Context: an optimization exercise on an open-source flow, tuned for small area and a short achievable clock period. The choices shown serve that exercise and are no tape-out recipe. Where RTL was checked, it was by simulation tests only, not by an equivalence proof against the original. Function not checked in runs 1 to 4: the RTL went through the layout flow alone. No activity file was given, so power comes from the tool's default toggle rates.

===== flow/config.mk =====
export PLATFORM = sky130hd
export DESIGN_NAME = data_mem_sized
export DESIGN_NICKNAME = data_mem_sized
export VERILOG_FILES = /design/flow/design.v
export SDC_FILE = /design/flow/constraint.sdc
export NUM_CORES = 4
export LEC_CHECK = 0
export CAP_MARGIN = 20
export CORE_MARGIN = 2
export CORE_UTILIZATION = 40
export CTS_CLUSTER_DIAMETER = 100
export CTS_CLUSTER_SIZE = 25
export PLACE_DENSITY = 0.5
export SETUP_SLACK_MARGIN = 5
export SLEW_MARGIN = 20
export SYNTH_HIERARCHICAL = 1
export TNS_END_PERCENT = 100

===== flow/constraint.sdc =====
create_clock -name core_clock -period 8.0 [get_ports {clk}]
set_input_delay 1.6000 -clock core_clock [delete_from_list [all_inputs] [get_ports {clk}]]
set_output_delay 1.6000 -clock core_clock [all_outputs]
set_load 0.01 [all_outputs]

===== flow/design.v =====
`default_nettype none
module dm_a22o (
  input  logic a1, a2, b1, b2,
  output logic x
);
  assign x = (a1 & a2) | (b1 & b2);
endmodule
module dm_rd8 (
  input  logic [7:0] s,
  input  logic [7:0] d,
  output logic       y
);
  logic [3:0] t;
  for (genvar i = 0; i < 4; i++) begin : g_t
    assign t[i] = ~((s[2*i] & d[2*i]) | (s[2*i+1] & d[2*i+1]));
  end
  assign y = ~&t;
endmodule
module dm_nand4 (
  input  logic a, b, c, d,
  output logic y
);
  assign y = ~(a & b & c & d);
endmodule
module dm_sign (
  input  logic [3:0] sel,
  input  logic [3:0] b7,
  output logic       s
);
  assign s = |(sel & b7);
endmodule
module dm_nor2 (
  input  logic a, b,
  output logic y
);
  assign y = ~(a | b);
endmodule
module data_mem_sized #(
  parameter int DEPTH     = 64,
  parameter int ADDR_W    = 8,
  parameter int LATENCY   = 1,
  parameter int INIT_MODE = 1
) (
  input  logic              clk,
  input  logic              rst,
  input  logic              req_valid,
  output logic              req_ready,
  input  logic              req_we,
  input  logic [1:0]        req_size,
  input  logic              req_unsigned,
  input  logic [ADDR_W-1:0] req_addr,
  input  logic [31:0]       req_wdata,
  output logic              resp_valid,
  output logic [31:0]       resp_rdata,
  output logic              resp_err,
  output logic              init_busy
);
  logic [2047:0] mem_q;    
  logic [2047:0] mem_d;
  logic        busy_q;
  logic        ready_q;
  logic [5:0]  cnt_q;
  logic        resp_valid_q;
  logic [31:0] resp_rdata_q;
  logic        resp_err_q;
  logic        req_err;
  logic        accept;
  logic        st;
  logic [31:0] rd_word;
  logic [31:0] load_data;
  logic [3:0]  lane_mask;
  logic [31:0] lane_data;
  assign accept = req_valid && !busy_q && !rst;
  always_comb begin
    case (req_size)
      2'b00:   req_err = 1'b0;
      2'b01:   req_err = req_addr[0];
      2'b10:   req_err = |req_addr[1:0];
      default: req_err = 1'b1;
    endcase
  end
  logic [7:0]  pre_lo, pre_hi;
  logic [63:0] rowsel;
  always_comb begin
    for (int i = 0; i < 8; i++) begin
      pre_lo[i] = (req_addr[4:2] == 3'(i));
      pre_hi[i] = (req_addr[7:5] == 3'(i));
    end
    for (int w = 0; w < 64; w++) rowsel[w] = pre_lo[w % 8] && pre_hi[w / 8];
  end
  logic       ld;           
  logic [3:0] sel0;         
  logic       sel1_lo;      
  logic       sel1_hi;      
  logic       sel1_s;       
  logic       selw;         
  logic [3:0] ssel;         
  assign ld = !req_we && !req_err;
  always_comb begin
    sel0    = 4'b0000;
    sel1_lo = 1'b0;
    sel1_hi = 1'b0;
    sel1_s  = 1'b0;
    selw    = 1'b0;
    ssel    = 4'b0000;
    case (req_size)
      2'b00: begin
        sel0   = 4'b0001 << req_addr[1:0];
        sel1_s = 1'b1;
        ssel   = req_unsigned ? 4'b0000 : (4'b0001 << req_addr[1:0]);
      end
      2'b01: begin
        sel0    = req_addr[1] ? 4'b0100 : 4'b0001;
        sel1_lo = !req_addr[1];
        sel1_hi = req_addr[1];
        ssel    = req_unsigned ? 4'b0000 : (req_addr[1] ? 4'b1000 : 4'b0010);
      end
      default: begin
        sel0    = 4'b0001;
        sel1_lo = 1'b1;
        selw    = 1'b1;
      end
    endcase
    if (!ld) begin
      sel0    = 4'b0000;
      sel1_lo = 1'b0;
      sel1_hi = 1'b0;
      sel1_s  = 1'b0;
      selw    = 1'b0;
      ssel    = 4'b0000;
    end
  end
  logic [63:0] sgn_w;
  for (genvar w = 0; w < 64; w++) begin : g_sgnw
    dm_sign u_sgn (
      .sel(ssel),
      .b7({mem_q[32*w+31], mem_q[32*w+23], mem_q[32*w+15], mem_q[32*w+7]}),
      .s(sgn_w[w])
    );
  end
  logic [2:0] sgn;
  for (genvar j = 0; j < 33; j++) begin : g_rcol
    logic [7:0]  t2;
    logic [3:0]  t3;
    for (genvar g = 0; g < 8; g++) begin : g_l2
      logic [7:0] dcol;
      for (genvar i = 0; i < 8; i++) begin : g_d
        assign dcol[i] = (j < 32) ? mem_q[32*(8*g+i)+(j % 32)] : sgn_w[8*g+i];
      end
      dm_rd8 u_g (.s(rowsel[8*g +: 8]), .d(dcol), .y(t2[g]));
    end
    for (genvar g = 0; g < 4; g++) begin : g_l3
      dm_nor2 u_g (.a(t2[2*g]), .b(t2[2*g+1]), .y(t3[g]));
    end
    if (j < 32) begin : g_data
      dm_nand4 u_l4 (.a(t3[0]), .b(t3[1]), .c(t3[2]), .d(t3[3]), .y(rd_word[j]));
    end else begin : g_sign
      for (genvar c = 0; c < 3; c++) begin : g_c
        dm_nand4 u_l4 (.a(t3[0]), .b(t3[1]), .c(t3[2]), .d(t3[3]), .y(sgn[c]));
      end
    end
  end
  always_comb begin
    for (int k = 0; k < 8; k++) begin
      load_data[k]    = (sel0[0] & rd_word[k])      | (sel0[1] & rd_word[8+k])
                      | (sel0[2] & rd_word[16+k])   | (sel0[3] & rd_word[24+k]);
      load_data[8+k]  = (sel1_lo & rd_word[8+k]) | (sel1_hi & rd_word[24+k]) | (sel1_s & sgn[0]);
      load_data[16+k] = (selw & rd_word[16+k]) | sgn[1];
      load_data[24+k] = (selw & rd_word[24+k]) | sgn[2];
    end
  end
  assign st = accept && req_we && !req_err;
  always_comb begin
    case (req_size)
      2'b00: begin
        lane_mask = 4'b0001 << req_addr[1:0];
        lane_data = {4{req_wdata[7:0]}};
      end
      2'b01: begin
        lane_mask = req_addr[1] ? 4'b1100 : 4'b0011;
        lane_data = {2{req_wdata[15:0]}};
      end
      default: begin
        lane_mask = 4'b1111;
        lane_data = req_wdata;
      end
    endcase
  end
  logic [3:0]  lane_en;
  logic [31:0] wd0, wd1;
  assign lane_en = st ? lane_mask : 4'h0;
  assign wd0 = busy_q ? 32'h0 : lane_data;
  assign wd1 = busy_q ? 32'h1F : lane_data;
  for (genvar w = 0; w < 64; w++) begin : g_word
    for (genvar b = 0; b < 4; b++) begin : g_lane
      logic wen, hold;
      assign wen  = (rowsel[w] & lane_en[b]) | busy_q;
      assign hold = ~((rowsel[w] & lane_en[b]) | busy_q);
      for (genvar j = 0; j < 8; j++) begin : g_bit
        localparam int K = 8*b + j;
        dm_a22o u_nxt (
          .a1(wen),  .a2((((w % 32) >> K) & 1) != 0 ? wd1[K] : wd0[K]),
          .b1(hold), .b2(mem_q[32*w+K]),
          .x(mem_d[32*w+K])
        );
      end
    end
  end
  always_ff @(posedge clk) begin
    mem_q <= mem_d;
  end
  always_ff @(posedge clk) begin
    if (rst) begin
      busy_q  <= 1'b1;
      ready_q <= 1'b0;
      cnt_q   <= 6'd0;
    end else if (busy_q) begin
      cnt_q <= cnt_q + 6'd1;
      if (cnt_q == 6'd63) begin
        busy_q  <= 1'b0;
        ready_q <= 1'b1;
      end
    end
  end
  always_ff @(posedge clk) begin
    resp_valid_q <= accept;
    resp_err_q   <= req_err;
    resp_rdata_q <= load_data;
  end
  assign req_ready  = ready_q;
  assign init_busy  = busy_q;
  assign resp_valid = resp_valid_q;
  assign resp_rdata = resp_rdata_q;
  assign resp_err   = resp_err_q;
endmodule
`default_nettype wire

===== flow/run.sh =====
#!/bin/bash
# synth_recipe.tcl (not shown) runs the flow's synth.tcl, then flattens the netlist and writes it again
# the make line also repeats each setting of config.mk as NAME=value (left out here)
make -C /OpenROAD-flow-scripts/flow DESIGN_CONFIG=/design/flow/config.mk WORK_HOME=/design/flow/orfs CLKGATE_MAP_FILE= SYNTH_SCRIPT=/design/flow/synth_recipe.tcl finish

==> impl_metrics.csv, run 1 <==
group,metric,value,unit
worst_hold_path,hold_class,"reg2reg",
cells_and_area,nFillCells,17676,
yosys,syn_nets,6915,
timing,layout_min_cycle_time,3.43,ns
global_routing,gr-total-overflow,0,
timing,setup_tns,0,ns
drt,viasPerCell,7.19,
drt,ant_nets,0,
timing,fmax,0.292,GHz
global_routing,grt_max_degree,187,
pwr,peakVddDrop,0.000175,V
job,drv_cap,0,
yosys,synth_area_leaders,"dfxtp_1, a22o_1, a22oi_1",
worst_hold_path,hp-start,"mem_q[964]",
drt,dr.pass1.iters,6,
global_routing,grt_pass1_wl,509,mm
yosys,yosysUniqueCellTypes,51,
global_routing,antenna_found_initial,11,
timing,final-max-slew-violation-count,0,
timing,period_share,42.8,%
drt,top_layer_used,"met5",
yosys,syn_area,78100,um^2
yosys,synthTopCellsByCount,"dfxtp_1, a22o_1, a22oi_1, nand4_1, a31oi_1",
setup_path,cp-startpoint,"req_size[0]",
global_routing,grt_pass1_vias,65747,
drt,drt_drc_violations_left,0,
setup_path,end_kind,"flop",
timing,worst_slack,4.57,ns
cts,cts_tree,"yes",
timing,final-hold-violation-count,0,
yosys,synth_warnings,7,
timing,rsz0062_at_grt,"yes",
drt,wl_met2,159,mm
timing,slew_headroom,20.4,%
cells_and_area,final_nets,7174,
timing,skew,0.0380,ns
drt,wl_met1,152,mm
die,die_w,446,um
drt,wire_per_inst,37.7,um
cts,cts.reportedPaths.clkPinSlew,0.10,ns
yosys,ys_ff_latch,2090,
cts,ctsHoldBuffers,0,
die,io_pins,83,
pwr,power.density,183,nW/um^2
pwr,cell_internal_pwr,12.9,mW
die,dieArea,199000,um^2
yosys,synthCells,6867,
setup_path,r2r-start,"busy_q",
drt,routed-via-count,69744,
run_status,outcome,"finished clean",
setup_path,worst_ep_arrival_time,4.13,ns
yosys,ys_seq_area_share,53.6,%
cts,clock_latency,0.82,ns
drt,wl_met3,31.7,mm
die,die_y,446,um
die,coreArea,195000,um^2
cells_and_area,drive_gt1_share,18.4,%
setup_path,cp_max_fo,32,
placement,preCtsSetupSlack,1.92,ns
yosys,synth-edff-count,0,
placement,gp_congestion,0.932,
drt,route.final.wire_length,366,mm
cts,htreeDepth,3,
pwr,leakagePower,32.9,nW
placement,dp_hpwl,217,mm
pwr,clkPwrFrac,34.9,%
timing,worst_slew_pin_slew,1.19,ns
setup_path,cp-start-kind,"input pin",
yosys,avgSynthCellArea,11.4,um^2
timing,hold_slack,0.476,ns
cts,cts-root-buf,"clkbuf_16",
cts,numCtsBuffers,96,
pwr,combPwrFrac,3.5,%
cts,clock_sinks,2090,
global_routing,grt.total_usage,34.8,%
yosys,post-synth-top-area-cell,"dfxtp_1",
pwr,p_sw_share,23.6,%
yosys,async_flop_share,0,%
drt,dr.first_iter.drc_count,8505,
pwr,p_sw,3.99,mW
setup_path,critical_path_class,"in2reg",
pwr,seqPwrFrac,61.5,%
yosys,ys.flop_type,"dfxtp_1",
setup_path,required,8.70,ns
timing,setup_viol,0,
placement,port-buffer-count,82,
yosys,yosysMostFrequentCell,"dfxtp_1",
die,num_rows,162,
cells_and_area,area_delta_synth_final,18.4,%
yosys,synth_top_area_share,53.6,%
die,start_util,40.1,%
cts,clock_path_buffers,3,
Yosys stat by module (local to each module, per instance):
module,flops+latches,copies in the design,cell area (um^2)
data_mem_sized,2090,1,48700
dm_nor2,0,132,3.75
dm_nand4,0,35,6.26
dm_a22o,0,2048,8.76
dm_sign,0,64,18.8
dm_rd8,0,264,36.3
routing by layer:
layer	vias to the layer above	GRT usage [%]
met5	-	0
met4	2	19.1
met3	749	7.06
met2	3833	52.5
met1	35627	46.6
li1	29533	-
cell families (layout without fill, tap and decap cells):
group	Yosys count	after routing	share of synthesized area, %
DFF	2090	2090	53.6
muxes	25	25	0.333
adders and majority gates	1	1	0.0160
other	0	11	0
AOI/OAI and AO/OA	3805	3807	39.9
and+or+nand+nor	686	689	4.60
buffers and inverters	254	526	1.53
xor gates and xnor gates	6	6	0.0673
final timing paths:
| check | to | slack [ns] | cells after the start |
|---|---|---|---|
| worst max register to register | mem_q[1654] | 5.03 | 5 |
| worst min-delay path | mem_q[964] | 0.48 | 1 |
| worst max-delay path | resp_rdata_q[10] | 4.57 | 14 |
| worst min register to register | mem_q[964] | 0.48 | 1 |
flip-flops by register name, summed over array words and instances (netlist names):
signal,flops
busy_q,1
cnt_q,6
mem_q,2048
ready_q,1
resp_err_q,1
resp_rdata_q,32
resp_valid_q,1
per-stage QoR:
stage | power [mW] | instances | util [%] | instance area, um^2
final | 16.9 | 9697 | 47.5 | 92500
after floorplan | 10.8 | 6867 | - | 78400
after detailed placement | 11.0 | 9402 | 42.6 | 82900
after CTS | 16.9 | 9643 | 46.5 | 90600
after global routing | 17.3 | 9690 | 47.5 | 92400
after global placement | 11.0 | 9402 | 42.6 | 82900
timing repair:
action / 4_1_cts / 5_1_grt
setup buffers: 90 / 29
pin swaps: 171 / 103
gates cloned: 35 / 13
endpoints found under the setup margin: 2116 / 1295
resized for setup: 985 / 313
critical path, stage by stage:
cell and delay [ns]:
buf_12 0.10, buf_12 0.12, xnor2_4 0.16, buf_4 0.15, nor3_4 0.05, buf_12 0.17
a22oi_2 0.21, nand2_1 0.08, a22oi_1 0.20, nand4_1 0.29, nor2_4 0.29, nand4_1 0.15
and2_4 0.21, a221o_1 0.27
placed cells by master (no fill, tap or decap), drive strengths merged, types with 2 or more instances in the layout:
| cell type | Yosys | layout |
|---|---|---|
| a21o | 18 | 18 |
| a21oi | 13 | 13 |
| a221o | 8 | 8 |
| a22o | 2048 | 2048 |
| a22oi | 1185 | 1185 |
| a31o | 256 | 256 |
| a31oi | 256 | 256 |
| a32oi | 14 | 14 |
| and2 | 4 | 4 |
| buf | 120 | 348 |
| bufbuf | 0 | 9 |
| bufinv | 0 | 2 |
| clkbuf | 133 | 118 |
| clkdlybuf4s15 | 0 | 3 |
| clkdlybuf4s50 | 0 | 32 |
| clkinv | 0 | 6 |
| dfxtp | 2090 | 2090 |
| diode | 0 | 11 |
| inv | 1 | 6 |
| mux2 | 8 | 8 |
| mux2i | 17 | 17 |
| nand2 | 91 | 91 |
| nand2b | 3 | 3 |
| nand3 | 4 | 4 |
| nand4 | 302 | 302 |
| nand4b | 4 | 4 |
| nand4bb | 7 | 7 |
| nor2 | 237 | 240 |
| nor2b | 10 | 10 |
| nor3 | 3 | 3 |
| nor4 | 2 | 2 |
| nor4b | 3 | 3 |
| o21bai | 4 | 6 |
| or2 | 7 | 7 |
| or3 | 2 | 2 |
| or4b | 4 | 4 |
| xnor2 | 3 | 3 |
| xor2 | 3 | 3 |
power by group through the flow:
stage	Clock [mW]	Sequential, mW	Combinational [mW]
final	5.90	10.4	0.598
after global routing	6.30	10.4	0.592
after CTS	5.96	10.4	0.528
after detailed placement	0	10.6	0.344
after global placement	0	10.6	0.344
after floorplan	0	10.6	0.177
area by class of cell:
| type | instances | area (um^2) | share of cell area (%) |
|---|---|---|---|
| Antenna cell | 11 | 27.5 | 0.0298 |
| Clock buffer | 102 | 2520 | 2.73 |
| Clock inverter | 14 | 184 | 0.199 |
| Inverter | 1 | 3.75 | 0.00406 |
| Multi-Input combinational cell | 4528 | 39200 | 42.4 |
| Sequential cell | 2090 | 42000 | 45.4 |
| Tap cell | 2542 | 3180 | 3.44 |
| Timing Repair Buffer | 409 | 5380 | 5.81 |
==> run 2: changes to the inputs <==
--- a/flow/config.mk
+++ b/flow/config.mk
@@ -7,10 +7,10 @@
 export LEC_CHECK = 0
 export CAP_MARGIN = 20
 export CORE_MARGIN = 2
-export CORE_UTILIZATION = 40
+export CORE_UTILIZATION = 55
 export CTS_CLUSTER_DIAMETER = 100
 export CTS_CLUSTER_SIZE = 25
-export PLACE_DENSITY = 0.5
+export PLACE_DENSITY = 0.65
 export SETUP_SLACK_MARGIN = 5
 export SLEW_MARGIN = 20
 export SYNTH_HIERARCHICAL = 1
==> run 2 against run 1 <==
Count of clock-buffer cells in the layout down 5; clock power shrank 5.6%; critical path depth stayed put; routed wire length fell by 12%; flip-flop and latch count unchanged; setup slack got worse by 0.14 ns; non-clock buffer count down 9; utilization increased by 17 points; total power fell by 2.4%; first-iteration DRC count is 8.2% higher; register-to-register slack gained 0.07 ns; largest power group unchanged; highest routed layer unchanged.
==> impl_metrics.csv, run 2 <==
group,metric,value,unit
drt,ant_nets,0,
cts,clock_path_buffers,3,
global_routing,grt.busiest_layer,"met2",
yosys,avgSynthCellArea,11.4,um^2
placement,port-buffer-count,82,
drt,dr.first_iter.drc_count,9203,
global_routing,grt_pass1_vias,65536,
timing,final-hold-violation-count,0,
timing,hold_slack,0.477,ns
cts,cts_tree,"yes",
setup_path,worst_ep_arrival_time,4.25,ns
setup_path,end_kind,"flop",
drt,route.final.wire_length,323,mm
drt,drt_drc_violations_left,0,
timing,slew_headroom,8.69,%
cells_and_area,reg.largest.list,"mem_q (2048), resp_rdata_q (32), cnt_q (6)",
die,dieArea,145000,um^2
cells_and_area,final_cell_mix,"dfxtp_1, a22o_1, a22oi_1",
setup_path,critical_path_class,"in2reg",
die,num_rows,138,
pwr,leakagePower,32.5,nW
cells_and_area,multi_input_comb_area,38900,um^2
worst_hold_path,hold_class,"reg2reg",
cells_and_area,largest_register_ffs,2048,
die,die_w,381,um
yosys,synth-edff-count,0,
global_routing,grt_use_met3,11.3,%
setup_path,r2r-start,"busy_q",
pwr,peakVddDrop,0.000211,V
cts,ctsHoldBuffers,0,
cells_and_area,regMostFlops,"mem_q",
timing,setup_viol,0,
cts,numCtsBuffers,93,
yosys,post-synth-top-area-cell,"dfxtp_1",
cells_and_area,drive_gt1_share,17.1,%
cells_and_area,final_cells,9017,
yosys,synthCells,6867,
cells_and_area,area_delta_synth_final,16.4,%
setup_path,cp-startpoint,"req_size[0]",
cells_and_area,seq_area,42000,um^2
global_routing,use_met2,61.1,%
drt,routed-via-count,70381,
setup_path,rr_worst_depth,6,
yosys,async_flop_share,0,%
cells_and_area,final_nets,7162,
die,start_util,55.3,%
timing,fmax,0.280,GHz
die,die_y,381,um
timing,rsz0062_at_grt,"yes",
cts,cts.reportedPaths.clkPinSlew,0.10,ns
cts,cts-root-buf,"clkbuf_16",
cts,clock_latency,0.77,ns
placement,gp_congestion,0.977,
cells_and_area,final_common_cell,"dfxtp_1",
yosys,ys_ff_latch,2090,
timing,period_share,44.6,%
global_routing,grt.total_usage,42.0,%
job,drv_cap,0,
drt,dr.pass1.iters,6,
setup_path,required,8.68,ns
global_routing,antenna_found_initial,10,
setup_path,reg2reg_slack,5.10,ns
cts,clock_sinks,2090,
setup_path,cp_max_fo,8,
yosys,ys_seq_area_share,53.6,%
pwr,power.density,181,nW/um^2
global_routing,grt_max_degree,191,
yosys,synth_top_area_share,53.6,%
pwr,p_total,16.5,mW
global_routing,grt_pass1_wl,459,mm
cts,htreeDepth,3,
setup_path,cp-start-kind,"input pin",
timing,skew,0.0330,ns
yosys,syn_area,78100,um^2
yosys,synth_warnings,7,
yosys,ys.flop_type,"dfxtp_1",
yosys,yosysUniqueCellTypes,51,
timing,final-max-slew-violation-count,0,
global_routing,gr-total-overflow,0,
timing,layout_min_cycle_time,3.57,ns
yosys,synth_area_leaders,"dfxtp_1, a22o_1, a22oi_1",
cells_and_area,nFillCells,11269,
global_routing,met1_usage,57.2,%
die,coreArea,141000,um^2
drt,wire_per_inst,35.8,um
timing,worst_slew_pin_slew,1.37,ns
yosys,synthTopCellsByCount,"dfxtp_1, a22o_1, a22oi_1, nand4_1, a31oi_1",
setup_path,crit_end,"resp_rdata_q[29]",
drt,viasPerCell,7.81,
setup_path,rr_endpoint,"mem_q[775]",
run_status,outcome,"finished clean",
die,io_pins,83,
yosys,yosysMostFrequentCell,"dfxtp_1",
yosys,syn_nets,6915,
timing,setup_tns,0,ns
placement,dp_cells,8761,
placement,dp_hpwl,196,mm
run 2: cell counts after synthesis:
Identical to the previous run, type by type.
run 2: stage by stage:
stage	setup slack [ns]	utilization (%)	area, um^2
2_1_floorplan	3.24	-	78400
3_3_place_gp	2.15	58.1	82100
3_5_place_dp	2.12	58.1	82100
4_1_cts	4.63	63.6	89800
5_1_grt	4.45	64.3	90900
6_report	4.43	64.4	90900
run 2: worst min path at each step:
stage / slack (ns) / from / end / depth (start not counted)
CTS: 0.48 / mem_q[1451] / mem_q[1451] / 1
global placement: 0.45 / mem_q[161] / mem_q[161] / 1
global route: 0.49 / mem_q[1339] / mem_q[1339] / 1
finish: 0.48 / mem_q[1066] / mem_q[1066] / 1
floorplan: 0.44 / mem_q[9] / mem_q[9] / 1
detailed placement: 0.45 / mem_q[1857] / mem_q[1857] / 1
run 2: cells by family (layout without fill, tap and decap cells):
kind of cell / count (synthesis) / after routing / synth area share (%)
mux: 25 / 25 / 0.333
buf+inv: 254 / 503 / 1.53
flops: 2090 / 2090 / 53.6
compound gates: 3805 / 3805 / 39.9
other cells: 0 / 6 / 0
simple gates: 686 / 691 / 4.60
fa+ha+maj: 1 / 1 / 0.0160
xor+xnor: 6 / 6 / 0.0673
run 2: cell type report:
cell class	instances	share of cell area [%]
clock inverter	5	0.0840
antenna	6	0.0165
sequential	2090	46.2
tap	1890	2.60
timing repair buffer	400	5.62
inverter	1	0.00413
clock buffer	97	2.67
multi-input combinational	4528	42.8
run 2: metal layers:
| metal | vias to the layer above | wire (um) |
|---|---|---|
| li1 | 29493 | - |
| met1 | 35177 | 126000 |
| met2 | 4775 | 137000 |
| met3 | 930 | 41300 |
| met4 | 6 | 18600 |
| met5 | - | 29 |
run 2: where the power goes:
group / switching [mW] / total (mW) / internal, mW
logic: 0.374 / 0.526 / 0.153
clock network: 3.35 / 5.57 / 2.21
registers: 0.00389 / 10.4 / 10.4
total: 3.73 / 16.5 / 12.8
run 2: repair_timing:
action / in CTS / in global routing
resized for setup: 1074 / 171
pin swaps: 185 / 58
setup buffers: 93 / 20
endpoints found under the setup margin: 2116 / 1935
gates cloned: 28 / 7
run 2: worst max-delay path, stage by stage:
cell	delay (ns)
buf_16	0.11
buf_12	0.14
xnor2_4	0.13
nor4b_4	0.69
bufbuf_16	0.43
a22oi_2	0.06
nand2_1	0.06
a22oi_1	0.06
nand4_1	0.22
nor2_4	0.12
buf_6	0.13
nand4_1	0.10
buf_6	0.16
a21o_1	0.19
run 2: per-module statistics from Yosys, one instance, submodules excluded:
module	times used	area (um^2)	flops+latches	cells inside
dm_rd8	264	36.3	0	5
data_mem_sized	1	48700	2090	3140
dm_a22o	2048	8.76	0	1
dm_sign	64	18.8	0	3
dm_nand4	35	6.26	0	1
dm_nor2	132	3.75	0	1
==> run 3: changes to the inputs <==
--- a/flow/design.v
+++ b/flow/design.v
@@ -28,6 +28,12 @@
   output logic       s
 );
   assign s = |(sel & b7);
+endmodule
+module dm_nand4en (
+  input  logic a, b, c, d, en,
+  output logic y
+);
+  assign y = en & ~(a & b & c & d);
 endmodule
 module dm_nor2 (
   input  logic a, b,
@@ -127,7 +133,6 @@
       sel1_hi = 1'b0;
       sel1_s  = 1'b0;
       selw    = 1'b0;
-      ssel    = 4'b0000;
     end
   end
   logic [63:0] sgn_w;
@@ -156,7 +161,8 @@
       dm_nand4 u_l4 (.a(t3[0]), .b(t3[1]), .c(t3[2]), .d(t3[3]), .y(rd_word[j]));
     end else begin : g_sign
       for (genvar c = 0; c < 3; c++) begin : g_c
-        dm_nand4 u_l4 (.a(t3[0]), .b(t3[1]), .c(t3[2]), .d(t3[3]), .y(sgn[c]));
+        dm_nand4en u_l4 (.a(t3[0]), .b(t3[1]), .c(t3[2]), .d(t3[3]),
+                         .en(c == 0 ? sel1_s : ld), .y(sgn[c]));
       end
     end
   end
@@ -164,7 +170,7 @@
     for (int k = 0; k < 8; k++) begin
       load_data[k]    = (sel0[0] & rd_word[k])      | (sel0[1] & rd_word[8+k])
                       | (sel0[2] & rd_word[16+k])   | (sel0[3] & rd_word[24+k]);
-      load_data[8+k]  = (sel1_lo & rd_word[8+k]) | (sel1_hi & rd_word[24+k]) | (sel1_s & sgn[0]);
+      load_data[8+k]  = (sel1_lo & rd_word[8+k]) | (sel1_hi & rd_word[24+k]) | sgn[0];
       load_data[16+k] = (selw & rd_word[16+k]) | sgn[1];
       load_data[24+k] = (selw & rd_word[24+k]) | sgn[2];
     end
--- a/flow/config.mk
+++ b/flow/config.mk
@@ -7,10 +7,10 @@
 export LEC_CHECK = 0
 export CAP_MARGIN = 20
 export CORE_MARGIN = 2
-export CORE_UTILIZATION = 55
+export CORE_UTILIZATION = 40
 export CTS_CLUSTER_DIAMETER = 100
 export CTS_CLUSTER_SIZE = 25
-export PLACE_DENSITY = 0.65
+export PLACE_DENSITY = 0.5
 export SETUP_SLACK_MARGIN = 5
 export SLEW_MARGIN = 20
 export SYNTH_HIERARCHICAL = 1
==> run 3 against run 2 <==
Clock power increased by 5.6%; maximum frequency decreased by 1.7%; global-route usage decreased by 6.5 points; clock skew decreased by 0.00064 ns; utilization decreased by 16 points; area after synthesis about the same; sequential share of layout area decreased by 1.3 points; non-clock buffer count increased by 56; register-to-register slack got worse by 0.14 ns.
==> impl_metrics.csv, run 3 <==
group,metric,value,unit
run_status,outcome,"finished clean",
timing,setup_viol,0,
timing,setup_tns,0,ns
timing,final-hold-violation-count,0,
yosys,synth_warnings,7,
yosys,async_flop_share,0,%
pwr,p_sw_share,23.7,%
yosys,syn_nets,6916,
drt,ant_nets,0,
drt,routed-via-count,70023,
timing,skew,0.0323,ns
yosys,synth_area_leaders,"dfxtp_1, a22o_1, a22oi_1",
yosys,synth_top_area_share,53.5,%
cells_and_area,final_common_cell,"dfxtp_1",
setup_path,end_kind,"flop",
drt,dr.first_iter.drc_count,8577,
die,start_util,40.2,%
global_routing,grt.total_usage,35.4,%
global_routing,grt_use_met3,7.57,%
pwr,leakagePower,33.3,nW
placement,place_area,82900,um^2
cells_and_area,area_delta_synth_final,19.8,%
cells_and_area,nFillCells,17723,
die,dieArea,199000,um^2
cells_and_area,multi_input_comb_area,39300,um^2
cts,cts-root-buf,"clkbuf_16",
cells_and_area,final_nets,7232,
die,die_y,446,um
drt,wire_per_inst,38.3,um
timing,fmax,0.276,GHz
cells_and_area,regMostFlops,"mem_q",
yosys,synth-edff-count,0,
cts,cts.reportedPaths.clkPinSlew,0.10,ns
job,drv_cap,0,
die,die_w,446,um
cts,ctsHoldBuffers,0,
placement,gp_congestion,0.951,
cts,clock_path_buffers,3,
global_routing,grt.busiest_layer,"met2",
cts,clock_sinks,2090,
timing,slew_headroom,17.4,%
global_routing,gr-total-overflow,0,
yosys,synthTopCellsByCount,"dfxtp_1, a22o_1, a22oi_1, nand4_1, a31oi_1",
yosys,yosysMostFrequentCell,"dfxtp_1",
setup_path,required,8.70,ns
timing,final-max-slew-violation-count,0,
worst_hold_path,hold_class,"reg2reg",
cts,cts_tree,"yes",
global_routing,antenna_found_initial,13,
yosys,avgSynthCellArea,11.4,um^2
cells_and_area,final_area,93600,um^2
cells_and_area,drive_gt1_share,20.3,%
cts,htreeDepth,3,
timing,rsz0062_at_grt,"yes",
pwr,peakVddDrop,0.000207,V
drt,viasPerCell,7.18,
placement,port-buffer-count,82,
pwr,cell_internal_pwr,12.9,mW
die,num_rows,162,
cells_and_area,largest_register_ffs,2048,
drt,route.final.wire_length,373,mm
timing,worst_slew_pin_slew,1.23,ns
setup_path,cp-start-kind,"input pin",
pwr,power.density,180,nW/um^2
timing,layout_min_cycle_time,3.63,ns
setup_path,cp_max_fo,64,
drt,drt_drc_violations_left,0,
cts,clock_latency,0.82,ns
pwr,seqPwrFrac,61.6,%
cells_and_area,reg.largest.list,"mem_q (2048), resp_rdata_q (32), cnt_q (6)",
setup_path,critical_path_class,"in2reg",
yosys,post-synth-top-area-cell,"dfxtp_1",
pwr,p_sw,4.00,mW
cells_and_area,seq_area,42000,um^2
setup_path,worst_ep_arrival_time,4.33,ns
global_routing,grt_pass1_wl,514,mm
global_routing,grt_pass1_vias,66076,
yosys,syn_area,78100,um^2
drt,dr.pass1.iters,7,
cells_and_area,final_cell_mix,"dfxtp_1, a22o_1, a22oi_1",
yosys,ys.flop_type,"dfxtp_1",
die,io_pins,83,
placement,dp_hpwl,217,mm
global_routing,use_met2,54.2,%
die,coreArea,195000,um^2
cells_and_area,post-route-util,48.1,%
cts,numCtsBuffers,96,
pwr,combPwrFrac,3.6,%
yosys,ys_ff_latch,2090,
global_routing,met1_usage,45.5,%
yosys,yosysUniqueCellTypes,50,
pwr,clkPwrFrac,34.8,%
yosys,ys_seq_area_share,53.5,%
global_routing,grt_max_degree,129,
yosys,synthCells,6868,
timing,period_share,45.4,%
## run 3: cell types whose count changed after synthesis, moves of 3 or more
| cell | change |
|---|---|
| buf_4 | +8 |
| a31o_2 | +188 |
| nand4_1 | -3 |
| buf_6 | +4 |
| a21oi_1 | +3 |
| inv_1 | +3 |
| buf_2 | -12 |
| a31o_1 | -188 |
| a41oi_2 | +3 |
| a21oi_2 | -3 |
## run 3: path summary, 6_finish.rpt
path                                  start                to  slack [ns]  cells past startpoint
worst max register to register       busy_q        mem_q[833]        4.96                      5
worst min-delay path            mem_q[1000]       mem_q[1000]        0.48                      1
worst max-delay path            req_size[1]  resp_rdata_q[14]        4.37                     12
worst min register to register  mem_q[1000]       mem_q[1000]        0.48                      1
## run 3: Yosys stat by module, one instance, submodules excluded
module          cells  area, um^2  flip-flops and latches
data_mem_sized   3138       48700                    2090
dm_rd8              5        36.3                       0
dm_nand4en          2        20.0                       0
dm_sign             3        18.8                       0
dm_a22o             1        8.76                       0
dm_nand4            1        6.26                       0
dm_nor2             1        3.75                       0
## run 3: area by class of cell
class	instances	area share, %
Sequential cell	2090	44.8
Multi-Input combinational cell	4536	41.9
Timing Repair Buffer	456	6.95
Tap cell	2542	3.40
Clock buffer	106	2.73
Clock inverter	14	0.130
Inverter	4	0.0160
Antenna cell	6	0.0160
## run 3: layer usage
metal / vias up / part of all wire [%]
met5: - / 0.014
met4: 8 / 7.4
met3: 866 / 8.8
met2: 3809 / 44
met1: 35658 / 40
li1: 29682 / -
## run 3: stage by stage
stage | hold WS (ns) | total power, mW | cells | setup WS [ns]
after floorplan | 0.440 | 10.8 | 6868 | 3.04
after global placement | 0.447 | 11.0 | 9398 | 1.81
after detailed placement | 0.453 | 11.0 | 9401 | 2.00
after CTS | 0.481 | 16.9 | 9697 | 4.59
after global routing | 0.489 | 17.3 | 9752 | 4.49
final | 0.476 | 16.9 | 9754 | 4.37
## run 3: power by group through the flow
stage | Clock (mW) | Combinational [mW] | Sequential, mW
after floorplan | 0 | 0.177 | 10.6
after global placement | 0 | 0.352 | 10.6
after detailed placement | 0 | 0.355 | 10.6
after CTS | 5.92 | 0.546 | 10.4
after global routing | 6.27 | 0.598 | 10.4
final | 5.88 | 0.603 | 10.4
## run 3: cells by family (layout without fill, tap and decap cells)
group	count (synthesis)	count (layout)	share of synthesized area [%]
other cells	0	6	0
compound gates	3808	3816	39.9
flops	2090	2090	53.5
fa+ha+maj	1	1	0.0160
mux	25	25	0.333
xor+xnor	5	5	0.0560
simple gates	682	689	4.55
buf+inv	257	580	1.60
## run 3: worst max-delay path: stages
cell     delay [ns]
buf_6          0.10
buf_12         0.10
buf_4          0.19
nor3_4         0.07
buf_12         0.20
a22oi_1        0.27
nand2_1        0.09
a22oi_2        0.19
nand4_1        0.41
nor2_4         0.37
a41oi_4        0.26
a221o_1        0.33
## run 3: what timing repair did
item,4_1_cts,5_1_grt
hold endpoints to repair,0,0
cloned,51,17
buffers inserted,125,34
pin swaps,185,129
gates resized for setup,1080,184
endpoints found under the setup margin,2116,2008
==> run 4: changes to the inputs <==
--- a/flow/design.v
+++ b/flow/design.v
@@ -34,6 +34,12 @@
   output logic y
 );
   assign y = en & ~(a & b & c & d);
+endmodule
+module dm_nand2 (
+  input  logic a, b,
+  output logic y
+);
+  assign y = ~(a & b);
 endmodule
 module dm_nor2 (
   input  logic a, b,
@@ -197,11 +203,26 @@
   assign lane_en = st ? lane_mask : 4'h0;
   assign wd0 = busy_q ? 32'h0 : lane_data;
   assign wd1 = busy_q ? 32'h1F : lane_data;
+  logic [7:0]  wpre_lo, wpre_hi;
+  logic [63:0] wrow, wrow_n;
+  logic [3:0]  wlane, wlane_n;
+  always_comb begin
+    for (int i = 0; i < 8; i++) begin
+      wpre_lo[i] = busy_q || pre_lo[i];
+      wpre_hi[i] = busy_q || pre_hi[i];
+    end
+    for (int w = 0; w < 64; w++) begin
+      wrow[w]   = wpre_lo[w % 8] && wpre_hi[w / 8];
+      wrow_n[w] = !(wpre_lo[w % 8] && wpre_hi[w / 8]);
+    end
+    wlane   = lane_en | {4{busy_q}};
+    wlane_n = ~(lane_en | {4{busy_q}});
+  end
   for (genvar w = 0; w < 64; w++) begin : g_word
     for (genvar b = 0; b < 4; b++) begin : g_lane
       logic wen, hold;
-      assign wen  = (rowsel[w] & lane_en[b]) | busy_q;
-      assign hold = ~((rowsel[w] & lane_en[b]) | busy_q);
+      dm_nor2  u_wen  (.a(wrow_n[w]), .b(wlane_n[b]), .y(wen));
+      dm_nand2 u_hold (.a(wrow[w]),   .b(wlane[b]),   .y(hold));
       for (genvar j = 0; j < 8; j++) begin : g_bit
         localparam int K = 8*b + j;
         dm_a22o u_nxt (
==> run 4 against run 3 <==
Worst hold slack better by 0.0022 ns; first-iteration DRC count down 3.5%; synthesized cell count down 1.2%; critical path depth up 1; still clean on timing, DRC and antenna; global-route usage down 1.6 points; final area down 1.7%; clock skew up 0.0035 ns; die area down 2.9%.
==> impl_metrics.csv, run 4 <==
group,metric,value,unit
run_status,outcome,"finished clean",
timing,setup_tns,0,ns
setup_path,rr_worst_depth,7,
yosys,synthCells,6788,
timing,layout_min_cycle_time,3.58,ns
cells_and_area,final_cell_mix,"dfxtp_1, a22o_1, a22oi_1",
drt,dr.first_iter.drc_count,8277,
cts,clock_sinks,2090,
global_routing,grt_pass1_wl,481,mm
yosys,synth_area_leaders,"dfxtp_1, a22o_1, a22oi_1",
die,dieArea,193000,um^2
cts,cts-root-buf,"clkbuf_16",
setup_path,crit_chain,"buf_6 > nor2_4 > nor4_4 > buf_12 > a22oi_1 > nand2_1 > a22oi_1 > nand4_1 > nor2_4 > buf_12 > a41oi_4 > buf_6 > a221o_1",
setup_path,max_stage_delay,0.36,ns
cts,cts.reportedPaths.clkPinSlew,0.10,ns
yosys,syn_area,75800,um^2
drt,ant_nets,0,
placement,port-buffer-count,82,
setup_path,cp-start-kind,"input pin",
timing,rsz0062_at_grt,"yes",
yosys,ys_ff_latch,2090,
setup_path,cp_max_fo,64,
yosys,synth-edff-count,0,
drt,viasPerCell,6.83,
worst_hold_path,hold_class,"reg2reg",
timing,slew_headroom,19.6,%
yosys,ys.flop_type,"dfxtp_1",
placement,dp_hpwl,222,mm
die,die_y,439,um
setup_path,worst_ep_arrival_time,4.25,ns
pwr,peakVddDrop,0.000158,V
timing,period_share,44.8,%
drt,route.final.wire_length,346,mm
cts,ctsHoldBuffers,0,
pwr,leakagePower,35.0,nW
pwr,p_total,16.5,mW
global_routing,grt_pass1_vias,63130,
timing,worst_slew_pin_slew,1.21,ns
timing,final-max-slew-violation-count,0,
placement,place_area,81300,um^2
cells_and_area,final_common_cell,"dfxtp_1",
die,io_pins,83,
cts,clock_latency,0.81,ns
setup_path,reg2reg_slack,5.17,ns
setup_path,r2r-start,"busy_q",
setup_path,required,8.67,ns
cells_and_area,regMostFlops,"mem_q",
global_routing,grt.total_usage,33.8,%
global_routing,gr-total-overflow,0,
yosys,ys_seq_area_share,55.2,%
cells_and_area,nFillCells,17046,
cts,clock_path_buffers,3,
cts,htreeDepth,3,
job,drv_cap,0,
drt,dr.pass1.iters,14,
cells_and_area,seq_area,42000,um^2
cells_and_area,drive_gt1_share,19.3,%
setup_path,crit_slowest_cell,"nand4_1",
die,coreArea,188000,um^2
drt,drt_drc_violations_left,0,
yosys,avgSynthCellArea,11.2,um^2
drt,wire_per_inst,35.0,um
cells_and_area,reg.largest.list,"mem_q (2048), resp_rdata_q (32), cnt_q (6)",
cells_and_area,largest_register_ffs,2048,
yosys,yosysMostFrequentCell,"dfxtp_1",
yosys,async_flop_share,0,%
cells_and_area,area_delta_synth_final,21.4,%
timing,final-hold-violation-count,0,
cells_and_area,multi_input_comb_area,38100,um^2
timing,setup_viol,0,
die,start_util,40.3,%
worst_hold_path,hp-start,"mem_q[152]",
setup_path,end_kind,"flop",
cts,cts_tree,"yes",
setup_path,crit_end,"resp_rdata_q[13]",
drt,routed-via-count,67551,
yosys,post-synth-top-area-cell,"dfxtp_1",
global_routing,antenna_found_initial,11,
placement,gp_congestion,0.917,
timing,skew,0.0358,ns
yosys,synth_top_area_share,55.2,%
setup_path,critical_path_class,"in2reg",
die,num_rows,159,
setup_path,rr_endpoint,"mem_q[1244]",
yosys,synthTopCellsByCount,"dfxtp_1, a22o_1, a22oi_1, nor2_1, nand2_1",
timing,hold_slack,0.478,ns
setup_path,cp-startpoint,"req_addr[0]",
global_routing,grt_max_degree,65,
yosys,syn_nets,6836,
timing,fmax,0.279,GHz
yosys,synth_warnings,7,
die,die_w,439,um
yosys,yosysUniqueCellTypes,46,
pwr,power.density,180,nW/um^2
cells_and_area,final_area,92000,um^2
cts,numCtsBuffers,95,
cells_and_area,final_nets,7415,
## run 4: layer usage
metal | up-vias | GRT usage [%] | routed length [um]
met2 | 3453 | 51.6 | 151000
li1 | 29128 | - | -
met3 | 690 | 5.57 | 28100
met1 | 34266 | 46.2 | 145000
met4 | 14 | 16.9 | 21300
met5 | - | 0 | 93
## run 4: layout make-up
| type | instances | share of cell area, % |
|---|---|---|
| Sequential cell | 2090 | 45.6 |
| Multi-Input combinational cell | 4678 | 41.4 |
| Timing Repair Buffer | 498 | 6.77 |
| Tap cell | 2495 | 3.39 |
| Clock buffer | 102 | 2.73 |
| Clock inverter | 11 | 0.139 |
| Inverter | 4 | 0.0163 |
| Antenna cell | 6 | 0.0163 |
## run 4: what timing repair did
item	4_1_cts	5_1_grt
hold endpoints to repair	0	0
gates cloned	48	20
setup buffers	162	78
gates resized for setup	1142	322
setup endpoints to repair	2116	1737
pin swaps	187	122
## run 4: per-module statistics from Yosys, one instance, submodules excluded
module | cells | flip-flops and latches | area (um^2) | copies in the design
dm_nor2 | 1 | 0 | 3.75 | 388
dm_nand4 | 1 | 0 | 6.26 | 32
dm_sign | 3 | 0 | 18.8 | 64
dm_nand2 | 1 | 0 | 3.75 | 256
dm_nand4en | 2 | 0 | 20.0 | 3
dm_rd8 | 5 | 0 | 36.3 | 264
dm_a22o | 1 | 0 | 8.76 | 2048
data_mem_sized | 2546 | 2090 | 44400 | 1
## run 4: logic make-up (layout without fill, tap and decap cells)
group / count (synthesis) / count (layout) / synth area share (%)
AO/OA/AOI/OAI: 3291 / 3298 / 36.0
flip-flops: 2090 / 2090 / 55.2
AND/OR/NAND/NOR: 1312 / 1340 / 7.96
buffers and inverters: 55 / 615 / 0.328
multiplexers: 33 / 33 / 0.462
XOR/XNOR: 6 / 6 / 0.0693
adder cells (fa/ha/maj): 1 / 1 / 0.0165
other: 0 / 6 / 0
## run 4: per-stage QoR
step | utilization (%) | std cells | setup WS [ns]
after floorplan | - | 6788 | 3.12
after global placement | 43.2 | 9456 | 1.93
after detailed placement | 43.3 | 9457 | 2.01
after CTS | 47.7 | 9780 | 4.56
after global routing | 49.0 | 9880 | 4.47
final | 49.0 | 9884 | 4.42
## run 4: worst max-delay path: cells and delay by family
| kind | cells | cell delay [ns] |
|---|---|---|
| and+or+nand+nor | 5 | 0.92 |
| AOI/OAI and AO/OA | 4 | 0.90 |
| buffers and inverters | 4 | 0.69 |
## run 4: how the worst min path moves through the flow
stage                  to  slack [ns]  cells past startpoint
4_1_cts        mem_q[120]        0.48                      1
6_report       mem_q[152]        0.48                      1
2_1_floorplan  mem_q[100]        0.44                      1
3_5_place_dp   mem_q[284]        0.45                      1
3_3_place_gp      ready_q        0.45                      2
5_1_grt        mem_q[236]        0.49                      1
## run 4: where the power goes
group	total [mW]	switching, mW	internal (mW)
Combinational	0.351	0.220	0.131
Clock	5.81	3.51	2.29
Sequential	10.4	0.00410	10.4
Total	16.5	3.73	12.8
==> run 5: changes to the inputs <==
--- a/flow/design.v
+++ b/flow/design.v
@@ -73,7 +73,6 @@
   logic        ready_q;
   logic [5:0]  cnt_q;
   logic        resp_valid_q;
-  logic [31:0] resp_rdata_q;
   logic        resp_err_q;
   logic        req_err;
   logic        accept;
@@ -172,13 +171,25 @@
       end
     end
   end
+  logic [31:0] rdw_q;
+  logic [2:0]  sgn_q;
+  logic [3:0]  sel0_q;
+  logic        sel1_lo_q, sel1_hi_q, selw_q;
+  always_ff @(posedge clk) begin
+    rdw_q     <= rd_word;
+    sgn_q     <= sgn;
+    sel0_q    <= sel0;
+    sel1_lo_q <= sel1_lo;
+    sel1_hi_q <= sel1_hi;
+    selw_q    <= selw;
+  end
   always_comb begin
     for (int k = 0; k < 8; k++) begin
-      load_data[k]    = (sel0[0] & rd_word[k])      | (sel0[1] & rd_word[8+k])
-                      | (sel0[2] & rd_word[16+k])   | (sel0[3] & rd_word[24+k]);
-      load_data[8+k]  = (sel1_lo & rd_word[8+k]) | (sel1_hi & rd_word[24+k]) | sgn[0];
-      load_data[16+k] = (selw & rd_word[16+k]) | sgn[1];
-      load_data[24+k] = (selw & rd_word[24+k]) | sgn[2];
+      load_data[k]    = (sel0_q[0] & rdw_q[k])      | (sel0_q[1] & rdw_q[8+k])
+                      | (sel0_q[2] & rdw_q[16+k])   | (sel0_q[3] & rdw_q[24+k]);
+      load_data[8+k]  = (sel1_lo_q & rdw_q[8+k]) | (sel1_hi_q & rdw_q[24+k]) | sgn_q[0];
+      load_data[16+k] = (selw_q & rdw_q[16+k]) | sgn_q[1];
+      load_data[24+k] = (selw_q & rdw_q[24+k]) | sgn_q[2];
     end
   end
   assign st = accept && req_we && !req_err;
@@ -252,12 +263,11 @@
   always_ff @(posedge clk) begin
     resp_valid_q <= accept;
     resp_err_q   <= req_err;
-    resp_rdata_q <= load_data;
   end
   assign req_ready  = ready_q;
   assign init_busy  = busy_q;
   assign resp_valid = resp_valid_q;
-  assign resp_rdata = resp_rdata_q;
+  assign resp_rdata = load_data;
   assign resp_err   = resp_err_q;
 endmodule
 `default_nettype wire
--- a/flow/config.mk
+++ b/flow/config.mk
@@ -11,7 +11,7 @@
 export CTS_CLUSTER_DIAMETER = 100
 export CTS_CLUSTER_SIZE = 25
 export PLACE_DENSITY = 0.5
-export SETUP_SLACK_MARGIN = 5
+export SETUP_SLACK_MARGIN = 4.7
 export SLEW_MARGIN = 20
 export SYNTH_HIERARCHICAL = 1
 export TNS_END_PERCENT = 100
==> run 5 against run 4 <==
Final cell count is 1.7% lower; register-to-register slack got worse by 0.27 ns; still clean on timing, DRC and antenna; utilization decreased by 2.9 points; critical path type unchanged; first-iteration DRC count down 12%; non-clock buffer count fell by 185; largest cell class unchanged; critical endpoint is now mem_q[1413]; flip-flop and latch count rose by 10.
==> impl_metrics.csv, run 5 <==
group,metric,value,unit
yosys,async_flop_share,0,%
cells_and_area,seq_area,42100,um^2
drt,dr.pass1.iters,9,
global_routing,grt.total_usage,32.7,%
yosys,synth_area_leaders,"dfxtp_1, a22o_1, a22oi_1",
yosys,synth_top_area_share,55.0,%
setup_path,end_kind,"flop",
run_status,outcome,"finished clean",
global_routing,antenna_found_initial,13,
drt,viasPerCell,6.80,
cts,htreeDepth,3,
timing,layout_min_cycle_time,3.48,ns
cells_and_area,drive_gt1_share,13.7,%
setup_path,cp-start-kind,"input pin",
die,dieArea,194000,um^2
drt,dr.first_iter.drc_count,7261,
setup_path,worst_ep_arrival_time,4.22,ns
die,io_pins,83,
yosys,syn_area,76400,um^2
global_routing,grt_pass1_wl,468,mm
yosys,syn_nets,6845,
setup_path,required,8.74,ns
timing,final-max-slew-violation-count,0,
cells_and_area,regMostFlops,"mem_q",
timing,worst_slew_pin_slew,1.23,ns
job,drv_cap,0,
yosys,ys.flop_type,"dfxtp_1",
yosys,synthCells,6797,
timing,final-hold-violation-count,0,
cells_and_area,final_common_cell,"dfxtp_1",
drt,drt_drc_violations_left,0,
cts,numCtsBuffers,95,
cells_and_area,nFillCells,17583,
placement,dp_cells,9444,
yosys,post-synth-top-area-cell,"dfxtp_1",
cts,ctsHoldBuffers,0,
die,die_w,441,um
placement,gp_congestion,0.915,
yosys,ys_ff_latch,2100,
global_routing,grt_max_degree,70,
cells_and_area,reg.largest.list,"mem_q (2048), rdw_q (32), cnt_q (6)",
timing,setup_tns,0,ns
drt,route.final.wire_length,332,mm
cells_and_area,largest_register_ffs,2048,
drt,routed-via-count,66064,
setup_path,critical_path_class,"in2reg",
yosys,synthTopCellsByCount,"dfxtp_1, a22o_1, a22oi_1, nor2_1, nand2_1",
worst_hold_path,hold_class,"reg2reg",
timing,hold_slack,0.477,ns
die,start_util,40.2,%
timing,fmax,0.288,GHz
cts,cts.reportedPaths.clkPinSlew,0.10,ns
cts,clock_path_buffers,3,
cts,clock_sinks,2100,
yosys,avgSynthCellArea,11.2,um^2
pwr,power.density,190,nW/um^2
cells_and_area,multi_input_comb_area,36400,um^2
timing,period_share,43.5,%
setup_path,cp_max_fo,64,
timing,setup_viol,0,
placement,dp_hpwl,212,mm
global_routing,gr-total-overflow,0,
timing,slew_headroom,17.8,%
cells_and_area,final_cell_mix,"dfxtp_1, a22o_1, a22oi_1",
die,coreArea,190000,um^2
drt,wire_per_inst,34.1,um
yosys,synth_warnings,7,
die,num_rows,160,
cells_and_area,area_delta_synth_final,14.4,%
pwr,leakagePower,33.2,nW
yosys,synth-edff-count,0,
cts,cts-root-buf,"clkbuf_16",
cells_and_area,final_cells,9718,
cts,cts_tree,"yes",
die,die_y,441,um
placement,port-buffer-count,82,
timing,rsz0062_at_grt,"yes",
cts,clock_latency,0.81,ns
yosys,ys_seq_area_share,55.0,%
yosys,yosysUniqueCellTypes,44,
timing,skew,0.0363,ns
drt,ant_nets,0,
global_routing,grt_pass1_vias,61924,
pwr,peakVddDrop,0.000157,V
cells_and_area,final_nets,7234,
yosys,yosysMostFrequentCell,"dfxtp_1",
==> run 5: what timing repair did <==
| item | 4_1_cts | 5_1_grt |
|---|---|---|
| gates cloned | 37 | 1 |
| endpoints found under the setup margin | 2119 | 1172 |
| pin swaps | 81 | 31 |
| buffers inserted | 93 | 24 |
| gates resized for setup | 690 | 139 |
==> run 5: area by class of cell <==
cell class | count | area share, %
diodes | 4 | 0.0115
clock buffers | 102 | 2.85
clock inverters | 12 | 0.192
inverters | 3 | 0.0129
multi-input cells | 4673 | 41.6
flip-flops and latches | 2100 | 48.2
well taps | 2511 | 3.59
repair buffers | 313 | 3.54
==> run 5: per-layer routing <==
metal / vias up / GRT usage (%) / part of all wire (%)
met1: 33545 / 44.7 / 42
met2: 3217 / 50.9 / 44
met3: 569 / 5.63 / 8.1
met4: 2 / 13.9 / 5.2
met5: - / 0 / 0.0030
li1: 28731 / - / -
==> run 5: critical path, cell delays in order <==
cell,delay [ns]
clkdlybuf4s50_1,0.52
nor3b_2,0.27
and2_4,0.38
a31oi_4,0.14
buf_12,0.25
nor2_2,0.57
a22o_1,0.23
==> run 5: per-module statistics from Yosys, one instance, submodules excluded <==
| module | cells | copies in the design |
|---|---|---|
| dm_nand2 | 1 | 256 |
| dm_nand4en | 2 | 3 |
| dm_sign | 3 | 64 |
| data_mem_sized | 2555 | 1 |
| dm_nor2 | 1 | 388 |
| dm_a22o | 1 | 2048 |
| dm_rd8 | 5 | 264 |
| dm_nand4 | 1 | 32 |
==> run 5: power by group <==
group          switching (mW)  leakage (nW)  internal, mW
logic                   0.201          14.9        0.0894
clock network            3.52          1.30          2.34
registers             0.00613          16.9          10.4
==> run 5: cell families after synthesis <==
group / synth area share, %
fa+ha+maj: 0.0164
compound gates: 35.8
simple gates: 8.32
buf+inv: 0.426
mux: 0.341
xor+xnor: 0.0688
flops: 55.0
==> run 5: final timing paths <==
path | start | cells after the start | to | slack, ns
worst min register to register | mem_q[1542] | 1 | mem_q[1542] | 0.48
worst max-delay path | req_valid | 7 | mem_q[1413] | 4.52
worst max register to register | busy_q | 6 | mem_q[405] | 4.90
worst min-delay path | mem_q[1542] | 1 | mem_q[1542] | 0.48
==> run 5: per-stage QoR <==
| stage | total power [mW] | instance area [um^2] | utilization (%) | setup slack (ns) |
|---|---|---|---|---|
| after floorplan | 10.8 | 76600 | - | 3.35 |
| after global placement | 10.9 | 81300 | 42.8 | 2.22 |
| after detailed placement | 10.9 | 81300 | 42.8 | 2.19 |
| after CTS | 16.7 | 86800 | 45.7 | 4.52 |
| after global routing | 17.0 | 87400 | 46.0 | 4.58 |
| final | 16.6 | 87400 | 46.0 | 4.52 |
==> run 6: changes to the inputs <==
--- a/flow/config.mk
+++ b/flow/config.mk
@@ -11,7 +11,7 @@
 export CTS_CLUSTER_DIAMETER = 100
 export CTS_CLUSTER_SIZE = 25
 export PLACE_DENSITY = 0.5
-export SETUP_SLACK_MARGIN = 4.7
+export SETUP_SLACK_MARGIN = 5
 export SLEW_MARGIN = 20
 export SYNTH_HIERARCHICAL = 1
 export TNS_END_PERCENT = 100
==> run 6 against run 5 <==
Final area grew 5.1%; via count is 1.5% higher; critical path depth down 5; sequential share of layout area down 2.3 points; register-to-register slack better by 0.25 ns; total power increased by 0.47%; clock power about the same; first-iteration DRC count up 1.9%; clock skew is 0.0039 ns lower; global-route usage grew 0.86 points; largest cell class unchanged; highest routed layer unchanged.
==> impl_metrics.csv, run 6 <==
group,metric,value,unit
cells_and_area,post-route-util,48.4,%
die,io_pins,83,
setup_path,cp-start-kind,"flop",
drt,dr.pass1.iters,6,
setup_path,reg2reg_slack,5.15,ns
worst_hold_path,hp-start,"mem_q[1252]",
cells_and_area,final_common_cell,"dfxtp_1",
yosys,ys_ff_latch,2100,
pwr,p_total,16.7,mW
cts,clock_path_buffers,3,
cells_and_area,area_delta_synth_final,20.3,%
pwr,peakVddDrop,0.000153,V
die,start_util,40.2,%
die,die_w,441,um
cts,cts-root-buf,"clkbuf_16",
global_routing,gr-total-overflow,0,
run_status,outcome,"finished clean",
yosys,synthMuxAreaShare,0.341,%
timing,fmax,0.293,GHz
yosys,syn_nets,6845,
setup_path,rr_endpoint,"mem_q[1021]",
worst_hold_path,hold_class,"reg2reg",
cells_and_area,final_cells,9853,
yosys,yosysUniqueCellTypes,44,
yosys,post-synth-top-area-cell,"dfxtp_1",
timing,setup_tns,0,ns
job,drv_cap,0,
global_routing,antenna_found_initial,18,
drt,route.final.wire_length,345,mm
yosys,synth_xor_area_share,0.0688,%
placement,gp_congestion,0.915,
drt,routed-via-count,67083,
cells_and_area,largest_register_ffs,2048,
setup_path,end_kind,"output pin",
yosys,synthAdderAreaFrac,0.0164,%
cells_and_area,final_area,91900,um^2
drt,viasPerCell,6.81,
yosys,synthTopCellsByCount,"dfxtp_1, a22o_1, a22oi_1, nor2_1, nand2_1",
timing,worst_slew_pin_slew,1.21,ns
yosys,synth_top_family_by_area,"compound AO/OA/AOI/OAI gates",
cells_and_area,final_nets,7367,
yosys,ys.flop_type,"dfxtp_1",
drt,dr.first_iter.drc_count,7399,
timing,skew,0.0324,ns
timing,slew_headroom,19.2,%
placement,dp_hpwl,212,mm
timing,period_share,42.6,%
yosys,synth-edff-count,0,
global_routing,grt_pass1_wl,478,mm
yosys,synthCells,6797,
yosys,ys_seq_area_share,55.0,%
drt,wire_per_inst,35.0,um
placement,place_area,81300,um^2
cts,numCtsBuffers,95,
cells_and_area,drive_gt1_share,19.2,%
worst_hold_path,min_to,"mem_q[1252]",
setup_path,critical_path_class,"reg2out",
placement,port-buffer-count,82,
die,num_rows,160,
timing,final-hold-violation-count,0,
cells_and_area,final_cell_mix,"dfxtp_1, a22o_1, a22oi_1",
global_routing,grt_max_degree,70,
cells_and_area,reg.largest.list,"mem_q (2048), rdw_q (32), cnt_q (6)",
worst_hold_path,hold_path_depth,1,
global_routing,grt_pass1_vias,62782,
timing,setup_viol,0,
setup_path,worst_ep_arrival_time,1.81,ns
cts,cts.reportedPaths.clkPinSlew,0.10,ns
yosys,synth_area_leaders,"dfxtp_1, a22o_1, a22oi_1",
timing,final-max-slew-violation-count,0,
timing,rsz0062_at_grt,"yes",
cells_and_area,regMostFlops,"mem_q",
yosys,async_flop_share,0,%
pwr,leakagePower,34.8,nW
setup_path,required,6.40,ns
drt,drt_drc_violations_left,0,
die,coreArea,190000,um^2
setup_path,rr_worst_depth,6,
die,die_y,441,um
setup_path,r2r-start,"busy_q",
yosys,synth-compound-area-share,35.8,%
setup_path,cp_max_fo,2,
placement,dp_cells,9444,
cts,htreeDepth,3,
global_routing,grt.total_usage,33.6,%
timing,layout_min_cycle_time,3.41,ns
yosys,yosysMostFrequentCell,"dfxtp_1",
yosys,synth_top_area_share,55.0,%
yosys,synth_warnings,7,
pwr,power.density,182,nW/um^2
cts,clock_sinks,2100,
die,dieArea,194000,um^2
yosys,syn_area,76400,um^2
cts,cts_tree,"yes",
yosys,yosys.area_share.simple,8.32,%
cts,clock_latency,0.81,ns
yosys,avgSynthCellArea,11.2,um^2
drt,ant_nets,0,
==> run 6: cell type report <==
type | instances | area, um^2
diodes | 6 | 15.0
clock buffers | 102 | 2490
clock inverters | 12 | 168
fillers | 17160 | 98100
inverters | 3 | 11.3
multi-input cells | 4674 | 38300
flip-flops and latches | 2100 | 42100
well taps | 2511 | 3140
repair buffers | 445 | 5630
==> run 6: layer usage <==
metal  vias to the layer above  GRT usage, %  part of all wire (%)
met5                         -             0                 0.026
met4                        14          16.4                   5.5
met3                       668          6.64                   8.6
met2                      3485          51.1                    44
met1                     33912          45.5                    42
li1                      29004             -                     -
==> run 6: cells by family (layout without fill, tap and decap cells) <==
| logic type | Yosys count | after routing |
|---|---|---|
| compound gates | 3299 | 3308 |
| other cells | 0 | 6 |
| buf+inv | 58 | 562 |
| flops | 2100 | 2100 |
| fa+ha+maj | 1 | 1 |
| simple gates | 1308 | 1334 |
| mux | 25 | 25 |
| xor+xnor | 6 | 6 |
==> run 6: per-module statistics from Yosys (local to each module, per instance), a selection <==
module	times used	flops+latches	cell area, um^2	cells inside
dm_nand4	32	0	6.26	1
data_mem_sized	1	2100	45000	2555
dm_nor2	388	0	3.75	1
dm_nand2	256	0	3.75	1
dm_rd8	264	0	36.3	5
dm_a22o	2048	0	8.76	1
dm_nand4en	3	0	20.0	2
==> run 6: worst max path at each step <==
stage	startpoint	to	slack [ns]	cells past startpoint
5_1_grt	rdw_q[19]	resp_rdata[3]	4.57	3
3_5_place_dp	req_addr[4]	rdw_q[30]	2.19	7
2_1_floorplan	req_size[0]	sgn_q[1]	3.35	10
4_1_cts	rdw_q[11]	resp_rdata[11]	4.54	2
6_report	rdw_q[11]	resp_rdata[11]	4.59	2
3_3_place_gp	req_addr[4]	rdw_q[30]	2.22	7
==> run 6: critical path: stages (launching register included) <==
cell	delay, ns
dfxtp_4	0.41
a221o_1	0.40
buf_2	0.17
==> run 6: power breakdown <==
part	internal (mW)	switching, mW
clock	2.34	3.53
sequential	10.4	0.00630
combinational	0.126	0.227
total	12.9	3.77
==> run 6: timing repair <==
| item | in CTS | in global routing |
|---|---|---|
| cloned | 54 | 16 |
| pin swaps | 128 | 127 |
| endpoints found under the setup margin | 2119 | 1923 |
| hold endpoints to repair | 0 | 0 |
| gates resized for setup | 1150 | 307 |
| setup buffers | 176 | 43 |
| hold buffers | 0 | 0 |
==> run 6: metrics by stage <==
step	hold slack [ns]	worst slack, ns
4_1_cts	0.481	4.54
2_1_floorplan	0.440	3.35
3_5_place_dp	0.453	2.19
5_1_grt	0.488	4.57
3_3_place_gp	0.452	2.22
6_report	0.478	4.59
==> run 7: changes to the inputs <==
--- a/flow/config.mk
+++ b/flow/config.mk
@@ -7,10 +7,10 @@
 export LEC_CHECK = 0
 export CAP_MARGIN = 20
 export CORE_MARGIN = 2
-export CORE_UTILIZATION = 40
+export CORE_UTILIZATION = 47
 export CTS_CLUSTER_DIAMETER = 100
 export CTS_CLUSTER_SIZE = 25
-export PLACE_DENSITY = 0.5
+export PLACE_DENSITY = 0.7
 export SETUP_SLACK_MARGIN = 5
 export SLEW_MARGIN = 20
 export SYNTH_HIERARCHICAL = 1
==> run 7 against run 6 <==
Still clean on timing, DRC and antenna; sequential share of layout area is 0.25 points higher; die area down 15%; maximum frequency down 2.7%; critical path type unchanged.
==> impl_metrics.csv, run 7 <==
group,metric,value,unit
cells_and_area,reg.largest.list,"mem_q (2048), rdw_q (32), cnt_q (6)",
drt,viasPerCell,7.45,
setup_path,required,6.40,ns
timing,final-hold-violation-count,0,
timing,fmax,0.285,GHz
die,die_y,407,um
drt,routed-via-count,71363,
die,die_w,407,um
drt,dr.pass1.iters,10,
setup_path,crit_buf_inv,1,
yosys,synth_area_leaders,"dfxtp_1, a22o_1, a22oi_1",
timing,setup_tns,0,ns
yosys,async_flop_share,0,%
setup_path,rr_worst_depth,10,
cts,clock_latency,0.81,ns
cells_and_area,seq_area,42100,um^2
global_routing,antenna_found_initial,12,
setup_path,reg2reg_slack,4.97,ns
worst_hold_path,hold_path_depth,2,
cells_and_area,final_cells,9583,
setup_path,crit_chain,"a221o_1 > buf_2",
yosys,synth_warnings,7,
worst_hold_path,hp-start,"ready_q",
die,coreArea,161000,um^2
global_routing,grt_max_degree,117,
cells_and_area,final_nets,7453,
cts,numCtsBuffers,93,
placement,gp_congestion,1.00,
timing,setup_viol,0,
yosys,synth-edff-count,0,
drt,route.final.wire_length,330,mm
drt,dr.first_iter.drc_count,12612,
setup_path,end_kind,"output pin",
timing,slew_headroom,19.1,%
yosys,avgSynthCellArea,11.2,um^2
pwr,power.density,180,nW/um^2
die,io_pins,83,
yosys,yosysMostFrequentCell,"dfxtp_1",
worst_hold_path,hold_class,"reg2reg",
setup_path,critPathTopFamily,"compound AO/OA/AOI/OAI gates",
global_routing,grt_pass1_vias,66711,
yosys,ys.flop_type,"dfxtp_1",
yosys,yosysUniqueCellTypes,44,
yosys,synthTopCellsByCount,"dfxtp_1, a22o_1, a22oi_1, nor2_1, nand2_1",
yosys,ys_ff_latch,2100,
die,start_util,47.5,%
cells_and_area,area_delta_synth_final,19.4,%
placement,place_area,80800,um^2
cts,clock_path_buffers,3,
timing,worst_slew_pin_slew,1.21,ns
cells_and_area,final_common_cell,"dfxtp_1",
cells_and_area,regMostFlops,"mem_q",
die,num_rows,147,
cts,cts-root-buf,"clkbuf_16",
setup_path,critical_path_class,"reg2out",
yosys,post-synth-top-area-cell,"dfxtp_1",
placement,preCtsSetupSlack,2.27,ns
timing,final-max-slew-violation-count,0,
setup_path,max_stage_delay,0.48,ns
setup_path,cp-startpoint,"sel1_lo_q",
yosys,ys_seq_area_share,55.0,%
global_routing,gr-total-overflow,0,
global_routing,grt.total_usage,37.3,%
pwr,leakagePower,34.9,nW
drt,drt_drc_violations_left,0,
cts,clock_sinks,2100,
setup_path,cp_max_fo,8,
setup_path,rr_endpoint,"mem_q[1038]",
cells_and_area,nFillCells,13191,
drt,ant_nets,0,
drt,wire_per_inst,34.5,um
placement,dp_hpwl,191,mm
cells_and_area,post-route-util,56.7,%
placement,dp_cells,9080,
global_routing,grt_pass1_wl,465,mm
yosys,syn_nets,6845,
pwr,p_total,16.4,mW
timing,hold_slack,0.474,ns
timing,period_share,43.8,%
yosys,synthCells,6797,
placement,port-buffer-count,82,
yosys,synth_top_area_share,55.0,%
die,dieArea,166000,um^2
timing,rsz0062_at_grt,"yes",
run_status,outcome,"finished clean",
cells_and_area,final_cell_mix,"dfxtp_1, a22o_1, a22oi_1",
cells_and_area,final_area,91200,um^2
cts,cts.reportedPaths.clkPinSlew,0.10,ns
worst_hold_path,min_to,"ready_q",
cts,cts_tree,"yes",
setup_path,r2r-start,"busy_q",
pwr,peakVddDrop,0.000169,V
timing,worst_slack,4.50,ns
cells_and_area,largest_register_ffs,2048,
setup_path,worst_ep_arrival_time,1.90,ns
cts,htreeDepth,3,
timing,layout_min_cycle_time,3.50,ns
cells_and_area,drive_gt1_share,18.0,%
setup_path,crit_slowest_cell,"a221o_1",
job,drv_cap,0,
setup_path,cp-start-kind,"flop",
timing,skew,0.0438,ns
cells_and_area,multi_input_comb_area,38000,um^2
yosys,syn_area,76400,um^2
==> run 7: report_power, final <==
group | leakage [nW] | internal [mW] | switching, mW
combinational | 16.8 | 0.140 | 0.248
clock | 1.20 | 2.16 | 3.39
sequential | 16.9 | 10.5 | 0.00834
==> run 7: logic make-up (layout without fill, tap and decap cells) <==
| family | count (synthesis) | count (layout) | synth area share [%] |
|---|---|---|---|
| adder cells (fa/ha/maj) | 1 | 1 | 0.0164 |
| multiplexers | 25 | 25 | 0.341 |
| buffers and inverters | 58 | 615 | 0.426 |
| AO/OA/AOI/OAI | 3299 | 3310 | 35.8 |
| AND/OR/NAND/NOR | 1308 | 1354 | 8.32 |
| flip-flops | 2100 | 2100 | 55.0 |
| XOR/XNOR | 6 | 6 | 0.0688 |
| other | 0 | 12 | 0 |
==> run 7: final cells by class <==
class	instances	share of cell area, %
clock inverters	4	0.0466
well taps	2160	2.96
inverters	3	0.0123
multi-input cells	4696	41.6
clock buffers	97	2.64
repair buffers	511	6.58
flip-flops and latches	2100	46.1
diodes	12	0.0329
==> run 7: worst max-delay path by stage <==
stage / to / slack [ns] / cells after the start
after floorplan: sgn_q[1] / 3.35 / 10
after global placement: mem_q[1757] / 2.35 / 8
final: resp_rdata[11] / 4.50 / 2
after CTS: resp_rdata[8] / 4.57 / 2
after detailed placement: mem_q[1753] / 2.27 / 8
after global routing: resp_rdata[14] / 4.52 / 2
==> run 7: worst register-to-register path: stages (launching register included) <==
cell and delay (ns):
dfxtp_4 0.38, buf_4 0.17, buf_4 0.55, nand4bb_4 0.35, nor2_4 0.07, buf_12 0.16, a31oi_4 0.20, buf_12 0.19
bufbuf_16 0.41, nor2_4 0.15, a22o_1 0.25
==> run 7: routing by layer <==
metal / global-route usage (%) / vias to the layer above / part of all wire [%]
met5: 0.287 / - / 0.037
met3: 14.1 / 1453 / 15
met4: 24.6 / 10 / 8.3
met2: 52.6 / 5848 / 40
met1: 47.3 / 34841 / 36
li1: - / 29211 / -
==> run 7: repair_timing <==
item	CTS	global route
setup endpoints to repair	2120	1100
buffers inserted	269	44
resized for setup	1061	185
hold buffers	0	0
pin swaps	157	62
cloned	67	8
==> run 7: Yosys stat by module, one instance, submodules excluded <==
module,times used,cells inside
dm_rd8,264,5
dm_nor2,388,1
dm_a22o,2048,1
dm_sign,64,3
data_mem_sized,1,2555
dm_nand2,256,1
dm_nand4en,3,2
dm_nand4,32,1

Check on run 7: ideal ports give 4.497 ns setup slack; a clkbuf_16 on the clock port and buf_2 on the inputs give 4.401 ns; moving port delays by the midpoint clock arrival (0.885 ns) as well gives 3.871 ns.
